What follows belongs to an exercise in optimizing a design on an open flow for small area, a short achievable clock period and few clock cycles per item; a production flow would make more cautious choices. Where RTL was checked, it was by simulation tests only, not by an equivalence proof against the original.

==> inputs of run a <==
==> flow/design.v <==
module aes_key_expand #(
  parameter int KEY_BITS = 256
) (
  input  logic                clk,
  input  logic                rst,
  input  logic                start,
  input  logic [KEY_BITS-1:0] key_in,
  output logic                busy,
  output logic [127:0]        rk_out,
  output logic [3:0]          rk_idx,
  output logic                rk_valid,
  input  logic                rk_ready,
  output logic                done
);
  logic [255:0] st;      
  logic [3:0]   idx;     
  logic         act;     
  logic         vld;     
  logic [31:0]  sw, p0, p1, p2, p3, rc;
  logic [127:0] nw;
  logic [7:0]   rcon;
  logic         adv;
  for (genvar b = 0; b < 4; b++) begin : g_sbox
    aes_ks_sbox u_sbox (.x(st[224+8*b +: 8]), .y(sw[8*b +: 8]));
  end
  aes_ks_mix u_mix (.sw(sw), .rot(!idx[0]), .p({p3, p2, p1, p0}), .nw(nw));
  assign busy     = vld;
  assign rk_valid = vld;
  assign rk_out   = st[127:0];
  assign rk_idx   = idx;
  always_comb begin
    rcon = 8'h01 << idx[3:1];
    rc = idx[0] ? 32'h0 : {24'h0, rcon};
    p0 = st[31:0] ^ rc;
    p1 = p0 ^ st[63:32];
    p2 = p1 ^ st[95:64];
    p3 = p2 ^ st[127:96];
    adv = rk_ready;
  end
  always_ff @(posedge clk) begin
    if (!act) st <= key_in;
    else if (adv) st <= {nw, st[255:128]};
  end
  always_ff @(posedge clk or posedge rst) begin
    if (rst) begin
      act <= 1'b0;
      vld <= 1'b0;
      idx <= 4'd0;
      done <= 1'b0;
    end else begin
      done <= 1'b0;
      if (!vld) vld <= start;
      else if (adv && idx == 4'd14) vld <= 1'b0;
      if (!act) begin
        idx <= 4'd0;
        if (start) act <= 1'b1;
      end else if (adv) begin
        idx <= idx + 4'd1;
        if (idx == 4'd14) begin
          act <= 1'b0;
          done <= 1'b1;
        end
      end
    end
  end
endmodule
module aes_ks_sbox (
  input  logic [7:0] x,
  output logic [7:0] y
);
  function automatic logic [7:0] sbox(input logic [7:0] x);
    logic u0, u1, u2, u3, u4, u5, u6, u7;
    logic t1, t2, t3, t4, t5, t6, t7, t8, t9, t10, t11, t12, t13, t14, t15, t16, t17, t18, t19;
    logic t20, t21, t22, t23, t24, t25, t26, t27;
    logic m1, m2, m3, m4, m5, m6, m7, m8, m9, m10, m11, m12, m13, m14, m15, m16, m17, m18, m19;
    logic m20, m21, m22, m23, m24, m25, m26, m27, m28, m29, m30, m31, m32, m33, m34, m35, m36;
    logic m37, m38, m39, m40, m41, m42, m43, m44, m45, m46, m47, m48, m49, m50, m51, m52, m53;
    logic m54, m55, m56, m57, m58, m59, m60, m61, m62, m63;
    logic l0, l1, l2, l3, l4, l5, l6, l7, l8, l9, l10, l11, l12, l13, l14, l15, l16, l17, l18;
    logic l19, l20, l21, l22, l23, l24, l25, l26, l27, l28, l29;
    u0 = x[7]; u1 = x[6]; u2 = x[5]; u3 = x[4]; u4 = x[3]; u5 = x[2]; u6 = x[1]; u7 = x[0];
    t1 = u0 ^ u3;   t2 = u0 ^ u5;   t3 = u0 ^ u6;   t4 = u3 ^ u5;   t5 = u4 ^ u6;
    t6 = t1 ^ t5;   t7 = u1 ^ u2;   t8 = u7 ^ t6;   t9 = u7 ^ t7;   t10 = t6 ^ t7;
    t11 = u1 ^ u5;  t12 = u2 ^ u5;  t13 = t3 ^ t4;  t14 = t6 ^ t11; t15 = t5 ^ t11;
    t16 = t5 ^ t12; t17 = t9 ^ t16; t18 = u3 ^ u7;  t19 = t7 ^ t18; t20 = t1 ^ t19;
    t21 = u6 ^ u7;  t22 = t7 ^ t21; t23 = t2 ^ t22; t24 = t2 ^ t10; t25 = t20 ^ t17;
    t26 = t3 ^ t16; t27 = t1 ^ t12;
    m1 = t13 & t6;  m2 = t23 & t8;  m3 = t14 ^ m1;  m4 = t19 & u7;  m5 = m4 ^ m1;
    m6 = t3 & t16;  m7 = t22 & t9;  m8 = t26 ^ m6;  m9 = t20 & t17; m10 = m9 ^ m6;
    m11 = t1 & t15; m12 = t4 & t27; m13 = m12 ^ m11; m14 = t2 & t10; m15 = m14 ^ m11;
    m16 = m3 ^ m2;  m17 = m5 ^ t24; m18 = m8 ^ m7;  m19 = m10 ^ m15; m20 = m16 ^ m13;
    m21 = m17 ^ m15; m22 = m18 ^ m13; m23 = m19 ^ t25; m24 = m22 ^ m23; m25 = m22 & m20;
    m26 = m21 ^ m25; m27 = m20 ^ m21; m28 = m23 ^ m25; m29 = m28 & m27; m30 = m26 & m24;
    m31 = m20 & m23; m32 = m27 & m31; m33 = m27 ^ m25; m34 = m21 & m22; m35 = m24 & m34;
    m36 = m24 ^ m25; m37 = m21 ^ m29; m38 = m32 ^ m33; m39 = m23 ^ m30; m40 = m35 ^ m36;
    m41 = m38 ^ m40; m42 = m37 ^ m39; m43 = m37 ^ m38; m44 = m39 ^ m40; m45 = m42 ^ m41;
    m46 = m44 & t6;  m47 = m40 & t8;  m48 = m39 & u7;  m49 = m43 & t16; m50 = m38 & t9;
    m51 = m37 & t17; m52 = m42 & t15; m53 = m45 & t27; m54 = m41 & t10; m55 = m44 & t13;
    m56 = m40 & t23; m57 = m39 & t19; m58 = m43 & t3;  m59 = m38 & t22; m60 = m37 & t20;
    m61 = m42 & t1;  m62 = m45 & t4;  m63 = m41 & t2;
    l0 = m61 ^ m62;  l1 = m50 ^ m56;  l2 = m46 ^ m48;  l3 = m47 ^ m55;  l4 = m54 ^ m58;
    l5 = m49 ^ m61;  l6 = m62 ^ l5;   l7 = m46 ^ l3;   l8 = m51 ^ m59;  l9 = m52 ^ m53;
    l10 = m53 ^ l4;  l11 = m60 ^ l2;  l12 = m48 ^ m51; l13 = m50 ^ l0;  l14 = m52 ^ m61;
    l15 = m55 ^ l1;  l16 = m56 ^ l0;  l17 = m57 ^ l1;  l18 = m58 ^ l8;  l19 = m63 ^ l4;
    l20 = l0 ^ l1;   l21 = l1 ^ l7;   l22 = l3 ^ l12;  l23 = l18 ^ l2;  l24 = l15 ^ l9;
    l25 = l6 ^ l10;  l26 = l7 ^ l9;   l27 = l8 ^ l10;  l28 = l11 ^ l14; l29 = l11 ^ l17;
    sbox[7] = l6 ^ l24;
    sbox[6] = ~(l16 ^ l26);
    sbox[5] = ~(l19 ^ l28);
    sbox[4] = l6 ^ l21;
    sbox[3] = l20 ^ l22;
    sbox[2] = l25 ^ l29;
    sbox[1] = ~(l13 ^ l27);
    sbox[0] = ~(l6 ^ l23);
  endfunction
  assign y = sbox(x);
endmodule
module aes_ks_mix (
  input  logic [31:0]  sw,
  input  logic         rot,
  input  logic [127:0] p,
  output logic [127:0] nw
);
  logic [31:0] t;
  assign t = rot ? {sw[7:0], sw[31:8]} : sw;
  assign nw = p ^ {4{t}};
endmodule
==> flow/flow/run.sh <==
#!/bin/bash
# Standard ORFS layout (the standard.sh), with these changes:
#  - synthesis is the standard flow's own script, but ABC maps with flow/abc.script (area-oriented);
#  - ports are buffered with the small sky130_fd_sc_hd__buf_1 instead of the default pick;
#  - clock tree synthesis inserts no dummy loads;
#  - timing repair aims for a slack margin that leaves TARGET_NS (flow/target.txt) of the
#    clock period, so the layout is sized for a shorter period than the constraint asks.
# Each step's full log is in orfs/logs/; the make output is in synth.log and layout.log here.
set -euo pipefail
here=$(pwd)
export FLOW_WORK=$here
export MY_ABC_SCRIPT=$here/flow/abc.script
target=$(cat flow/target.txt)
extra=()
if [[ "$target" != "none" ]]; then
  margin=$(python3 -c "print(round($FLOW_PERIOD_NS - $target, 3))")
  extra+=("SETUP_SLACK_MARGIN=$margin")
fi
bash standard.sh "SYNTH_SCRIPT=$here/flow/my_synth.tcl" synth > "$here/synth.log" 2>&1
bash standard.sh "CTS_ARGS=-sink_clustering_enable -repair_clock_nets -dont_use_dummy_load" "BUFFER_PORTS_ARGS=-buffer_cell sky130_fd_sc_hd__buf_1" "${extra[@]}" finish > "$here/layout.log" 2>&1
==> flow/flow/abc.script <==
strash
map -a
==> flow/flow/my_synth.tcl <==
# The standard synthesis script (synth_recipe.tcl, in the work folder), with one change:
# every ABC mapping call uses the script named by MY_ABC_SCRIPT instead of ORFS's.
proc abc {args} {
  set i [lsearch -exact $args -script]
  if {$i >= 0} { lset args [expr {$i + 1}] $::env(MY_ABC_SCRIPT) }
  yosys abc {*}$args
}
source $::env(FLOW_WORK)/synth_recipe.tcl
==> flow/flow/target.txt <==
6.0
==> flow/standard.sh <==
#!/bin/bash
# synth_recipe.tcl (not shown) runs the flow's synth.tcl, then flattens the netlist and writes it again
# the make line also repeats each setting of config.mk as NAME=value (left out here)
make -C /OpenROAD-flow-scripts/flow DESIGN_CONFIG=/design/flow/config.mk WORK_HOME=/design/flow/orfs CLKGATE_MAP_FILE= SYNTH_SCRIPT=/design/flow/synth_recipe.tcl "${@:-finish}"
==> flow/config.mk <==
export PLATFORM = sky130hd
export DESIGN_NAME = aes_key_expand
export DESIGN_NICKNAME = aes_key_expand
export VERILOG_FILES = /design/flow/design.v
export SDC_FILE = /design/flow/constraint.sdc
export NUM_CORES = 4
export LEC_CHECK = 0
export CAP_MARGIN = 20
export CORE_MARGIN = 2
export CORE_UTILIZATION = 60
export SLEW_MARGIN = 20
export SYNTH_HIERARCHICAL = 1
export SYNTH_MINIMUM_KEEP_SIZE = 0
==> flow/constraint.sdc <==
create_clock -name core_clock -period 22.0 [get_ports {clk}]
set_input_delay 4.4000 -clock core_clock [delete_from_list [all_inputs] [get_ports {clk}]]
set_output_delay 4.4000 -clock core_clock [all_outputs]
set_load 0.01 [all_outputs]
==> run b: changes against run a <==
--- a/flow/design.v
+++ b/flow/design.v
@@ -11,62 +11,6 @@
   output logic                rk_valid,
   input  logic                rk_ready,
   output logic                done
-);
-  logic [255:0] st;      
-  logic [3:0]   idx;     
-  logic         act;     
-  logic         vld;     
-  logic [31:0]  sw, p0, p1, p2, p3, rc;
-  logic [127:0] nw;
-  logic [7:0]   rcon;
-  logic         adv;
-  for (genvar b = 0; b < 4; b++) begin : g_sbox
-    aes_ks_sbox u_sbox (.x(st[224+8*b +: 8]), .y(sw[8*b +: 8]));
-  end
-  aes_ks_mix u_mix (.sw(sw), .rot(!idx[0]), .p({p3, p2, p1, p0}), .nw(nw));
-  assign busy     = vld;
-  assign rk_valid = vld;
-  assign rk_out   = st[127:0];
-  assign rk_idx   = idx;
-  always_comb begin
-    rcon = 8'h01 << idx[3:1];
-    rc = idx[0] ? 32'h0 : {24'h0, rcon};
-    p0 = st[31:0] ^ rc;
-    p1 = p0 ^ st[63:32];
-    p2 = p1 ^ st[95:64];
-    p3 = p2 ^ st[127:96];
-    adv = rk_ready;
-  end
-  always_ff @(posedge clk) begin
-    if (!act) st <= key_in;
-    else if (adv) st <= {nw, st[255:128]};
-  end
-  always_ff @(posedge clk or posedge rst) begin
-    if (rst) begin
-      act <= 1'b0;
-      vld <= 1'b0;
-      idx <= 4'd0;
-      done <= 1'b0;
-    end else begin
-      done <= 1'b0;
-      if (!vld) vld <= start;
-      else if (adv && idx == 4'd14) vld <= 1'b0;
-      if (!act) begin
-        idx <= 4'd0;
-        if (start) act <= 1'b1;
-      end else if (adv) begin
-        idx <= idx + 4'd1;
-        if (idx == 4'd14) begin
-          act <= 1'b0;
-          done <= 1'b1;
-        end
-      end
-    end
-  end
-endmodule
-module aes_ks_sbox (
-  input  logic [7:0] x,
-  output logic [7:0] y
 );
   function automatic logic [7:0] sbox(input logic [7:0] x);
     logic u0, u1, u2, u3, u4, u5, u6, u7;
@@ -113,15 +57,52 @@
     sbox[1] = ~(l13 ^ l27);
     sbox[0] = ~(l6 ^ l23);
   endfunction
-  assign y = sbox(x);
+  function automatic logic [31:0] sub_word(input logic [31:0] v);
+    sub_word = {sbox(v[31:24]), sbox(v[23:16]), sbox(v[15:8]), sbox(v[7:0])};
+  endfunction
+  logic [255:0] st;      
+  logic [3:0]   idx;     
+  logic         act;     
+  logic [31:0]  sw, t, p0, p1, p2, p3;
+  logic [127:0] nw;
+  logic [7:0]   rcon;
+  logic         adv;
+  assign busy     = act;
+  assign rk_valid = act;
+  assign rk_out   = st[127:0];
+  assign rk_idx   = idx;
+  always_comb begin
+    rcon = 8'h01 << idx[3:1];
+    sw = sub_word(st[255:224]);
+    t = idx[0] ? sw : {sw[7:0], sw[31:8]} ^ {24'h0, rcon};
+    p0 = st[31:0];
+    p1 = p0 ^ st[63:32];
+    p2 = p1 ^ st[95:64];
+    p3 = p2 ^ st[127:96];
+    nw = {p3 ^ t, p2 ^ t, p1 ^ t, p0 ^ t};
+    adv = rk_ready;
+  end
+  always_ff @(posedge clk) begin
+    if (!act) st <= key_in;
+    else if (adv) st <= {nw, st[255:128]};
+  end
+  always_ff @(posedge clk or posedge rst) begin
+    if (rst) begin
+      act <= 1'b0;
+      idx <= 4'd0;
+      done <= 1'b0;
+    end else begin
+      done <= 1'b0;
+      if (!act) begin
+        idx <= 4'd0;
+        if (start) act <= 1'b1;
+      end else if (adv) begin
+        idx <= idx + 4'd1;
+        if (idx == 4'd14) begin
+          act <= 1'b0;
+          done <= 1'b1;
+        end
+      end
+    end
+  end
 endmodule
-module aes_ks_mix (
-  input  logic [31:0]  sw,
-  input  logic         rot,
-  input  logic [127:0] p,
-  output logic [127:0] nw
-);
-  logic [31:0] t;
-  assign t = rot ? {sw[7:0], sw[31:8]} : sw;
-  assign nw = p ^ {4{t}};
-endmodule
==> flow/run.sh (new file) <==
#!/bin/bash
# synth_recipe.tcl (not shown) runs the flow's synth.tcl, then flattens the netlist and writes it again
# the make line also repeats each setting of config.mk as NAME=value (left out here)
make -C /OpenROAD-flow-scripts/flow DESIGN_CONFIG=/design/flow/config.mk WORK_HOME=/design/flow/orfs CLKGATE_MAP_FILE= SYNTH_SCRIPT=/design/flow/synth_recipe.tcl finish
Settings changed: ABC_CLOCK_PERIOD_IN_PS set to 3000, CORE_UTILIZATION 60 to 40, SYNTH_HIERARCHICAL 1 to unset, SYNTH_MINIMUM_KEEP_SIZE 0 to unset.
removed: flow/flow/run.sh
removed: flow/flow/abc.script
removed: flow/flow/my_synth.tcl
removed: flow/flow/target.txt
removed: flow/standard.sh
==> run c: changes against run a <==
--- a/flow/design.v
+++ b/flow/design.v
@@ -15,7 +15,9 @@
   logic [255:0] st;      
   logic [3:0]   idx;     
   logic         act;     
+  logic [3:0]   act_g;   
   logic         vld;     
+  logic [3:0]   ridx;    
   logic [31:0]  sw, p0, p1, p2, p3, rc;
   logic [127:0] nw;
   logic [7:0]   rcon;
@@ -27,7 +29,7 @@
   assign busy     = vld;
   assign rk_valid = vld;
   assign rk_out   = st[127:0];
-  assign rk_idx   = idx;
+  assign rk_idx   = ridx;
   always_comb begin
     rcon = 8'h01 << idx[3:1];
     rc = idx[0] ? 32'h0 : {24'h0, rcon};
@@ -37,9 +39,22 @@
     p3 = p2 ^ st[127:96];
     adv = rk_ready;
   end
+  logic [255:0] st_next;
+  assign st_next = {nw, st[255:128]};
+  for (genvar g = 0; g < 4; g++) begin : g_st
+    always_ff @(posedge clk) begin
+      if (!act_g[g]) st[64*g +: 64] <= key_in[64*g +: 64];
+      else if (adv) st[64*g +: 64] <= st_next[64*g +: 64];
+    end
+    always_ff @(posedge clk or posedge rst) begin
+      if (rst) act_g[g] <= 1'b0;
+      else if (!act_g[g]) act_g[g] <= start;
+      else if (adv && idx == 4'd14) act_g[g] <= 1'b0;
+    end
+  end
   always_ff @(posedge clk) begin
-    if (!act) st <= key_in;
-    else if (adv) st <= {nw, st[255:128]};
+    if (!act) ridx <= 4'd0;
+    else if (adv) ridx <= idx + 4'd1;
   end
   always_ff @(posedge clk or posedge rst) begin
     if (rst) begin
==> flow/flow/run.sh (replaced) <==
#!/bin/bash
# Standard ORFS layout (the standard.sh), with these changes:
#  - synthesis is the standard flow's own script, but ABC maps with flow/abc.script (area-oriented);
#  - ports are buffered with the small sky130_fd_sc_hd__buf_1 instead of the default pick,
#    except rk_ready, whose buffer becomes a buf_8 after global placement (flow/port_drivers.tcl);
#  - clock tree synthesis inserts no dummy loads;
#  - timing repair aims for a slack margin that leaves TARGET_NS (flow/target.txt) of the
#    clock period, so the layout is sized for a shorter period than the constraint asks.
# Each step's full log is in orfs/logs/; the make output is in synth.log and layout.log here.
set -euo pipefail
here=$(pwd)
export FLOW_WORK=$here
export MY_ABC_SCRIPT=$here/flow/abc.script
target=$(cat flow/target.txt)
extra=()
if [[ "$target" != "none" ]]; then
  margin=$(python3 -c "print(round($FLOW_PERIOD_NS - $target, 3))")
  extra+=("SETUP_SLACK_MARGIN=$margin")
fi
bash standard.sh "SYNTH_SCRIPT=$here/flow/my_synth.tcl" synth > "$here/synth.log" 2>&1
bash standard.sh "CTS_ARGS=-sink_clustering_enable -repair_clock_nets -dont_use_dummy_load" "BUFFER_PORTS_ARGS=-buffer_cell sky130_fd_sc_hd__buf_1" "POST_GLOBAL_PLACE_TCL=$here/flow/port_drivers.tcl" "${extra[@]}" finish > "$here/layout.log" 2>&1
==> flow/flow/port_drivers.tcl (new file) <==
# After global placement: the input port rk_ready fans out to every state register's
# enable, so its port buffer gets a stronger cell than the buf_1 the other ports use.
foreach port {rk_ready} {
  foreach pin [get_pins -of_objects [get_nets -of_objects [get_ports $port]]] {
    set inst [get_cells -of_objects $pin]
    if {[get_property [get_lib_cells -of_objects $inst] name] eq "sky130_fd_sc_hd__buf_1"} {
      puts "port_drivers: [get_full_name $inst] on $port -> sky130_fd_sc_hd__buf_8"
      replace_cell $inst sky130_fd_sc_hd__buf_8
    }
  }
}
==> flow/flow/target.txt (replaced) <==
5.85
==> run d: changes against run a <==
--- a/flow/design.v
+++ b/flow/design.v
@@ -16,6 +16,7 @@
   logic [3:0]   idx;     
   logic         act;     
   logic         vld;     
+  logic [3:0]   ridx;    
   logic [31:0]  sw, p0, p1, p2, p3, rc;
   logic [127:0] nw;
   logic [7:0]   rcon;
@@ -27,7 +28,7 @@
   assign busy     = vld;
   assign rk_valid = vld;
   assign rk_out   = st[127:0];
-  assign rk_idx   = idx;
+  assign rk_idx   = ridx;
   always_comb begin
     rcon = 8'h01 << idx[3:1];
     rc = idx[0] ? 32'h0 : {24'h0, rcon};
@@ -37,9 +38,22 @@
     p3 = p2 ^ st[127:96];
     adv = rk_ready;
   end
+  logic sel_ld, sel_sh, sel_hd;
+  assign sel_ld = !act;
+  assign sel_sh = act && adv;
+  assign sel_hd = act && !adv;
+  logic [255:0] st_d, st_n;
+  assign st_n = {nw, st[255:128]};
+  for (genvar j = 0; j < 256; j++) begin : g_sel
+    aes_ks_sel u_sel (.ld(sel_ld), .sh(sel_sh), .hd(sel_hd), .k(key_in[j]),
+                      .n(st_n[j]), .q(st[j]), .d(st_d[j]));
+  end
   always_ff @(posedge clk) begin
-    if (!act) st <= key_in;
-    else if (adv) st <= {nw, st[255:128]};
+    st <= st_d;
+  end
+  always_ff @(posedge clk) begin
+    if (!act) ridx <= 4'd0;
+    else if (adv) ridx <= idx + 4'd1;
   end
   always_ff @(posedge clk or posedge rst) begin
     if (rst) begin
@@ -125,3 +139,9 @@
   assign t = rot ? {sw[7:0], sw[31:8]} : sw;
   assign nw = p ^ {4{t}};
 endmodule
+module aes_ks_sel (
+  input  logic ld, sh, hd, k, n, q,
+  output logic d
+);
+  assign d = (ld & k) | (sh & n) | (hd & q);
+endmodule
==> flow/flow/target.txt (replaced) <==
5.5
==> run summary <==
Run d finished with timing, DRC and antenna clean. Run b went through all stages and came out clean. Run c failed in 3_3_place_gp. Run a completed with no timing, DRC or antenna violations. Final area, lowest first: run d, run a, run b. Global-route usage: run d is higher than run a (1.5 points). Die area, lowest first: run d, run a, run b. Worst hold slack: run b > run a > run d. Wire length: run b > run d > run a. The highest utilization belongs to run d, the lowest to run b. Sequential share of layout area: run a > run b > run d. Between run b and run d, the lower via count is in run d (gap 8.9%, measured against run d).
Testbench counts of run a, summed over its fixed seeds: cycles 3,072, round keys 2,880.
Testbench counts of run b, summed over its fixed seeds: cycles 3,072, round keys 2,880.
Function not checked in run c and run d: the RTL went through the layout flow alone.

afterwards: timing with drivers on the ports:
How much do the figures lean on ideal ports? The routed layouts below were timed once more, with nothing changed but the port constraints. Step 1 assumes that a clkbuf_16 drives the clock port and a buf_2 every other input. Step 2 adds t to the input delays and takes it off the output delays; t is the mean of the earliest and latest rising clock arrival at the registers after step 1. Input paths then give back, and output paths get back, about the clock's delay inside the block. a / b / c = ideal / step 1 / step 2; a / b = the first two.
run | t (ns) | setup WS [ns] | hold slack, ns
run a | 0.591 | 16.156 / 16.181 / 15.590 | 0.504 / 0.504 / 0.504
run b | 0.625 | 14.448 / 14.448 / 14.189 | 0.544 / 0.544 / 0.544
run d | 0.595 | 16.514 / 16.462 / 15.999 | 0.439 / 0.439 / 0.439
After both steps every run listed still meets setup and hold. The setup slack of run a, which loses most, moves by +0.025 ns with the drivers and by -0.566 ns with both steps.
